What follows belongs to an exercise in optimizing a design on an open flow for a short achievable clock period and few clock cycles per item; a production flow would make more cautious choices. The RTL of this run was laid out without a check of its function. Power figures rest on the tool's default switching activity, not on a simulated workload.

<file path="flow/run.sh">
#!/bin/bash
# synth_recipe.tcl (not shown) runs the flow's synth.tcl, then flattens the netlist and writes it again
# the make line also repeats each setting of config.mk as NAME=value (left out here)
make -C /OpenROAD-flow-scripts/flow DESIGN_CONFIG=/design/flow/config.mk WORK_HOME=/design/flow/orfs CLKGATE_MAP_FILE= SYNTH_SCRIPT=/design/flow/synth_recipe.tcl finish
</file>
<file path="flow/constraint.sdc">
create_clock -name core_clock -period 8.0 [get_ports {clk}]
set_input_delay 1.6000 -clock core_clock [delete_from_list [all_inputs] [get_ports {clk}]]
set_output_delay 1.6000 -clock core_clock [all_outputs]
set_load 0.01 [all_outputs]
</file>
<file path="flow/design.v">
package pipe_pkg;
    typedef enum logic [1:0] {
        IDLE  = 2'd0,
        FILL  = 2'd1,
        WRITE = 2'd2
    } dc_state_t;
    localparam logic [1:0] MEM_LOAD  = 2'b01;
    localparam logic [1:0] MEM_STORE = 2'b10;
    function automatic integer off_bits(input integer words);
        off_bits = $clog2(words);
    endfunction
    function automatic integer idx_bits(input integer lines);
        idx_bits = $clog2(lines);
    endfunction
    function automatic integer tag_bits(input integer lines, input integer words);
        tag_bits = 30 - $clog2(lines) - $clog2(words);
    endfunction
endpackage
module dcache_array #(
    parameter int LINES = 16,
    parameter int WORDS = 4
) (
    input  logic                                clk,
    input  logic                                rst,
    input  logic [29:0]                         rd_addr,
    output logic                                rd_match,
    output logic                                rd_present,
    output logic                                rd_fip,
    output logic [31:0]                         rd_data,
    input  logic                                st_en,
    input  logic [31:0]                         st_data,
    input  logic                                fl_en,
    input  logic [29:0]                         fl_addr,
    input  logic [31:0]                         fl_data,
    input  logic                                fl_last,
    input  logic                                al_en
);
    localparam int OB = pipe_pkg::off_bits(WORDS);
    localparam int IB = pipe_pkg::idx_bits(LINES);
    localparam int TB = pipe_pkg::tag_bits(LINES, WORDS);
    localparam int NW = LINES * WORDS;
    logic [31:0]      data_mem [0:NW-1];
    logic [TB-1:0]    tag_mem  [0:LINES-1];
    logic [LINES-1:0] valid;
    logic [NW-1:0]    wv;
    logic [LINES-1:0] fip;
    logic [IB+OB-1:0] rw;
    logic [IB-1:0]    ri;
    logic [TB-1:0]    rt;
    logic [IB+OB-1:0] fw;
    logic [LINES-1:0] lmatch;
    logic [NW-1:0]    wsel;
    assign rw = rd_addr[IB+OB-1:0];
    assign ri = rd_addr[IB+OB-1:OB];
    assign rt = rd_addr[29:IB+OB];
    assign fw = fl_addr[IB+OB-1:0];
    always_comb begin
        for (int l = 0; l < LINES; l++) begin
            lmatch[l] = valid[l] & (tag_mem[l] == rt);
        end
        for (int w = 0; w < NW; w++) begin
            wsel[w] = (rw == (IB+OB)'(w));
        end
        rd_data = '0;
        for (int w = 0; w < NW; w++) begin
            rd_data = rd_data | ({32{wsel[w]}} & data_mem[w]);
        end
    end
    assign rd_match   = lmatch[ri];
    assign rd_present = wv[rw];
    assign rd_fip     = fip[ri] & ~(fl_en & fl_last & (fw[IB+OB-1:OB] == ri));
    always_ff @(posedge clk) begin
        for (int w = 0; w < NW; w++) begin
            if (st_en && rd_match && wsel[w]) begin
                data_mem[w] <= st_data;
            end else if (fl_en && fw == (IB+OB)'(w) && !wv[w]) begin
                data_mem[w] <= fl_data;
            end
        end
        if (al_en) begin
            tag_mem[ri] <= rt;
        end
    end
    always_ff @(posedge clk) begin
        if (rst) begin
            valid <= '0;
            fip   <= '0;
            wv    <= '0;
        end else begin
            for (int w = 0; w < NW; w++) begin
                if (al_en && ri == (IB)'(w / WORDS)) begin
                    wv[w] <= 1'b0;
                end else if ((st_en && rd_match && wsel[w]) || (fl_en && fw == (IB+OB)'(w))) begin
                    wv[w] <= 1'b1;
                end
            end
            if (al_en) begin
                valid[ri] <= 1'b1;
            end
            for (int l = 0; l < LINES; l++) begin
                if (al_en && ri == IB'(l)) begin
                    fip[l] <= 1'b1;
                end else if (fl_en && fl_last && fw[IB+OB-1:OB] == IB'(l)) begin
                    fip[l] <= 1'b0;
                end
            end
        end
    end
endmodule
module dcache_ctrl #(
    parameter int LINES = 16,
    parameter int WORDS = 4
) (
    input  logic        clk,
    input  logic        rst,
    input  logic        req_valid,
    input  logic        req_we,
    input  logic [31:0] req_addr,
    input  logic [31:0] req_wdata,
    output logic [31:0] rdata,
    output logic        busy,
    output logic        mem_req,
    output logic        mem_we,
    output logic [31:0] mem_addr,
    output logic [31:0] mem_wdata,
    input  logic        mem_ack,
    input  logic [31:0] mem_rdata
);
    localparam int OB = pipe_pkg::off_bits(WORDS);
    localparam int QD = 2;                     
    localparam int QB = $clog2(QD);
    localparam logic [OB-1:0] LAST = OB'(WORDS - 1);
    logic        busy_r;
    logic [31:0] rdata_r;
    logic        arr_match;
    logic        arr_present;
    logic        arr_fip;
    logic [31:0] arr_data;
    logic        undecided;
    logic        fwd;
    logic        load_dec;
    logic        load_miss;
    logic        store_dec;
    logic        enq;
    logic        q_space;
    logic        mreq;
    logic        mwe;
    logic [29:0] maddr;
    logic [31:0] mwdata;
    logic        beat;
    logic        beat_fill;
    logic        cont_fill;
    logic        adv;
    logic          q_fill [0:QD-1];
    logic [29:0]   q_addr [0:QD-1];
    logic [31:0]   q_data [0:QD-1];
    logic [QB-1:0] q_rp;
    logic [QB-1:0] q_wp;
    logic [QB:0]   q_cnt;
    logic          q_empty;
    logic          take_q;
    logic          take_in;
    logic          push;
    assign undecided = req_valid & busy_r;
    assign beat      = mreq & mem_ack;
    assign beat_fill = beat & ~mwe;
    assign cont_fill = beat_fill & (maddr[OB-1:0] != LAST);
    assign fwd       = beat_fill & (maddr == req_addr[31:2]);
    assign q_empty = (q_cnt == '0);
    assign q_space = (q_cnt != (QB+1)'(QD));
    assign load_dec  = undecided & ~req_we & arr_match & (arr_present | fwd);
    assign load_miss = undecided & ~req_we & ~arr_match & ~arr_fip & q_space;
    assign store_dec = undecided & req_we & q_space;
    assign enq       = load_miss | store_dec;
    dcache_array #(
        .LINES(LINES),
        .WORDS(WORDS)
    ) u_array (
        .clk       (clk),
        .rst       (rst),
        .rd_addr   (req_addr[31:2]),
        .rd_match  (arr_match),
        .rd_present(arr_present),
        .rd_fip    (arr_fip),
        .rd_data   (arr_data),
        .st_en     (store_dec),
        .st_data   (req_wdata),
        .fl_en     (beat_fill),
        .fl_addr   (maddr),
        .fl_data   (mem_rdata),
        .fl_last   (~cont_fill),
        .al_en     (load_miss)
    );
    always_ff @(posedge clk) begin
        if (rst) begin
            busy_r <= 1'b1;
        end else begin
            busy_r <= ~(load_dec | store_dec);
        end
        rdata_r <= arr_present ? arr_data : mem_rdata;
    end
    assign busy  = busy_r;
    assign rdata = rdata_r;
    assign adv     = ~mreq | (beat & ~cont_fill);
    assign take_q  = adv & ~q_empty;
    assign take_in = adv & q_empty & enq;
    assign push    = enq & ~take_in;
    always_ff @(posedge clk) begin
        if (rst) begin
            mreq  <= 1'b0;
            q_rp  <= '0;
            q_wp  <= '0;
            q_cnt <= '0;
        end else begin
            if (cont_fill) begin
                maddr[OB-1:0] <= maddr[OB-1:0] + 1'b1;
            end else if (take_q) begin
                mreq   <= 1'b1;
                mwe    <= ~q_fill[q_rp];
                maddr  <= q_addr[q_rp];
                mwdata <= q_data[q_rp];
            end else if (take_in) begin
                mreq   <= 1'b1;
                mwe    <= req_we;
                maddr  <= req_we ? req_addr[31:2] : {req_addr[31:OB+2], OB'(0)};
                mwdata <= req_wdata;
            end else if (adv) begin
                mreq   <= 1'b0;
            end
            if (push) begin
                q_fill[q_wp] <= ~req_we;
                q_addr[q_wp] <= req_we ? req_addr[31:2] : {req_addr[31:OB+2], OB'(0)};
                q_data[q_wp] <= req_wdata;
                q_wp         <= q_wp + 1'b1;
            end
            if (take_q) begin
                q_rp <= q_rp + 1'b1;
            end
            q_cnt <= q_cnt + (QB+1)'(push) - (QB+1)'(take_q);
        end
    end
    assign mem_req   = mreq;
    assign mem_we    = mwe;
    assign mem_addr  = {maddr, 2'b00};
    assign mem_wdata = mwdata;
endmodule
</file>
<file path="flow/config.mk">
export PLATFORM = sky130hd
export DESIGN_NAME = dcache_ctrl
export DESIGN_NICKNAME = dcache_ctrl
export VERILOG_FILES = /design/flow/design.v
export SDC_FILE = /design/flow/constraint.sdc
export NUM_CORES = 4
export LEC_CHECK = 0
export ABC_CLOCK_PERIOD_IN_PS = 3000
export CAP_MARGIN = 20
export CORE_MARGIN = 2
export CORE_UTILIZATION = 40
export SETUP_SLACK_MARGIN = 3
export SLEW_MARGIN = 20
export TNS_END_PERCENT = 5
</file>
==> impl_metrics.ini <==
[pwr]
leakage_uw = 0.0550
ir_worst_vdd_v = 0.000159
p_clk_frac = 0.428
intPower_uw = 25400
p_per_area_mw_per_mm2 = 216
switching_share = 0.246
pwr-share-comb = 0.089
switchingPower_uw = 8270
seq_power_share = 0.482

[synthesis]
async_flop_share = 0
ys_seq_elements = 2756
synth_ff_type = edfxtp_1
synth_cell_type_count = 68
seq_area_frac_synth = 0.603
synth_area_mm2 = 0.135
synthTopCellsByArea = edfxtp_1 58%, mux2_4 12%, mux2_2 8.0%
syn_inst = 8515
yosysWarnings = 3
yosysTopAreaCell = edfxtp_1
synth_edf_count = 2621
synth_top_area_frac = 0.583
avgSynthCellArea_um2 = 15.9

[layout]
drive_gt1_frac = 0.391
syn2layout_area_growth_pct = 15.3
num-fill-cells = 28800
fin_cells = 13400
finalCoreUtilization = 0.463
nets = 8743

[setup_path]
cp_common_cell = buf_4
path_cells = clkdlybuf4s50_1 > buf_4 > ha_2 > nand2_2 > nor2_4 > buf_4 > o211ai_4 > o21ai_4 > buf_12
startpoint = req_addr[5]
worstSetupStartpointType = input pin
crit_buf_inv = 4
critical-path-top-delay-family = buffers and inverters
worst_setup_path_end_kind = flop
crit_type = input pin to flop
crit_fanout = 32
cp_slowest_stage_delay_ps = 980
reg2regPathDepth = 10
r2r-start = u_array.tag_mem[2][16]$_DFFE_PP_
required_ps = 8530
critPathSlowestCell = nor2_4
arrival_ps = 5950
cp.depth = 9

[floorplanning]
start_util = 0.401
die-area_mm2 = 0.342
die_x_um = 585
placeableCoreArea_mm2 = 0.336
fp.dieH_um = 585
rows = 213
io_pins = 200

[cts]
cts_tree = done
htreeDepth = 5
clockRootBuffer = clkbuf_16
cts_made_buffers = 312
cts-hold-fix-buffers = 0
cts.clk_slew.worst_paths_ps = 60
cts_buffer_depth = 4
insertion_delay_ps = 970
clock_sinks = 2756

[sta]
slew_viol_final = 0
rsz0062_at_grt = true
setup_ws_ps = 2580
hold_viol_final = 0
slew_headroom = 0.133
tightest_slew_ps = 1300
setup_viol = 0
fin_crit_sh = 0.677
clock_skew_ps = 79.0
fin_tns_setup_ps = 0
fmax_ghz = 0.185
holdWs_ps = 466
fin_crit_ps = 5420

[detailed_routing]
vias = 96100
drt_iter0_markers = 21000
drcViolationCount = 0
final_antenna_net_count = 0
post_drt_wl_per_cell_um = 47.3
wl_um = 636000
viasPerCell = 7.14
first_pass_iters = 9

[global_routing]
grt-ovfl-total = 0
grt_pass1_wl_um = 823000
antenna_found_initial = 59
grt_pass1_vias = 86700
groute.usage.overall = 0.360
grt_max_degree = 96

[status]
status = complete, no violations

[placement]
dpl_worst_slack_ps = 863
place_inst = 12700
portBuffers = 195
hpwl_um = 349000
gp_congestion = 0.916

[flow_run]
cap_violations = 0

[hold_path]
hold_depth = 2
min_from = u_array.fip[11]$_SDFFE_PP0P_
hp-class = flop to flop
==> tightest hold or removal path, cell delays in order (launching register included) <==
cell     delay, ps
dfxtp_1        320
nand2_1         50
a21oi_1         50
==> area by class of cell <==
| class | instances | area, um^2 | share of cell area |
|---|---|---|---|
| Sequential cell | 2756 | 81400 | 0.523 |
| Clock inverter | 172 | 1630 | 0.0105 |
| Tap cell | 4515 | 5650 | 0.0363 |
| Clock buffer | 394 | 8290 | 0.0533 |
| Multi-Input combinational cell | 4720 | 50200 | 0.323 |
| Timing Repair Buffer | 815 | 8200 | 0.0527 |
| Inverter | 26 | 114 | 0.000732 |
| Antenna cell | 47 | 118 | 0.000756 |
==> metrics by stage <==
stage          total power (uW)  instance area [um^2]
2_1_floorplan             18300                135000
3_3_place_gp              19400                144000
3_5_place_dp              19500                144000
4_1_cts                   33600                155000
5_1_grt                   34300                156000
6_report                  33700                156000
==> power by group through the flow <==
stage | clock network (uW) | logic (uW) | registers (uW)
2_1_floorplan | 0 | 1830 | 16500
3_3_place_gp | 0 | 2880 | 16500
3_5_place_dp | 0 | 2940 | 16600
4_1_cts | 14400 | 2970 | 16300
5_1_grt | 14900 | 3150 | 16300
6_report | 14400 | 3010 | 16200
==> Yosys cell counts (all sizes together) (135+ instances only) <==
cell / n
dfxtp: 135
buf: 420
xor2: 255
nor2: 173
nand4: 176
xnor2: 163
clkbuf: 595
a22oi: 140
mux2: 2062
edfxtp: 2621
a22o: 450
a21oi: 160
a221oi: 447
==> cell families after synthesis <==
kind of cell    count (synthesis)  synth area share
compound gates               1426            0.0898
flops                        2756             0.603
simple gates                  712            0.0275
other cells                     1         0.0000278
mux                          2150             0.211
fa+ha+maj                      11           0.00102
buf+inv                      1041            0.0400
xor+xnor                      418            0.0271
==> cells in the final DEF (no fill, tap or decap), types with 25 or more instances in the layout <==
cell and count:
nand4_1 176, mux2_2 960, buf_4 472, a22oi_1 140, clkinv_1 71, diode_2 47, buf_12 119, xnor2_1 163
and3_1 27, mux4_2 25, nand3_1 60, o32ai_4 40, edfxtp_1 2621, a221oi_1 443, clkbuf_1 71, nand2_1 92
or4_1 25, mux2i_1 63, buf_2 61, o211ai_4 64, a22o_1 450, clkdlybuf4s50_1 104, nor4_1 73, a211oi_1 62
o21ai_4 25, nor2_1 107, mux2_4 1102, a21oi_1 160, dfxtp_1 134, clkinv_2 52, xor2_1 255, nor2_4 66
clkbuf_16 319
==> routing by layer <==
layer,vias up,routed length [um],track usage
met5,-,537,0.00420
met4,38,52300,0.240
met3,2879,108000,0.165
met2,10400,256000,0.495
met1,48600,219000,0.450
li1,34100,-,-
==> what timing repair did <==
item	CTS	global route
buffers inserted	73	3
resized for setup	67	35
gates cloned	2	0
pin swaps	31	0
setup endpoints to repair	4648	2166
==> final timing paths <==
check | to | slack, ps
min reg2reg | u_array.fip[11]$_SDFFE_PP0P_ | 470
min | u_array.fip[11]$_SDFFE_PP0P_ | 470
max reg2reg | u_array.data_mem[39][4]$_DFFE_PP_ | 3690
max | u_array.data_mem[24][4]$_DFFE_PP_ | 2580
==> registers in the layout, summed over array words and instances, names as in the netlist, named ones only <==
name / count
u_array.tag_mem: 384
rdata_r: 32
mreq: 1
q_data: 64
q_cnt: 2
u_array.wv: 64
mwe: 1
q_wp: 1
u_array.valid: 16
q_addr: 60
maddr: 30
q_rp: 1
mwdata: 32
u_array.data_mem: 2048
u_array.fip: 16
busy_r: 1
q_fill: 2

-- separate check: timing with driven ports --
How much do the figures lean on ideal ports? The routed layout below was timed once more, with nothing changed but the port constraints. Step 1: set_driving_cell puts a clkbuf_16 on clk and a buf_2 on each other input, an assumption about the parent block. Step 2, shift: input delay + t, output delay - t, t = (earliest + latest rising clock arrival at the registers) / 2. This alone moves slack from input paths to output paths. Slacks: no drivers / after step 1 / after step 2; pairs: no drivers / after step 1.
t (ns): 1.040
slack for setup (ns): 2.580 / 2.651 / 1.611
hold WS [ns]: 0.466 / 0.466 / 0.466
worst data-port slew with drivers (ns): 0.20
After both steps this run still meets setup and hold. The setup slack of this run moves by +0.071 ns with the drivers and by -0.969 ns with both steps.
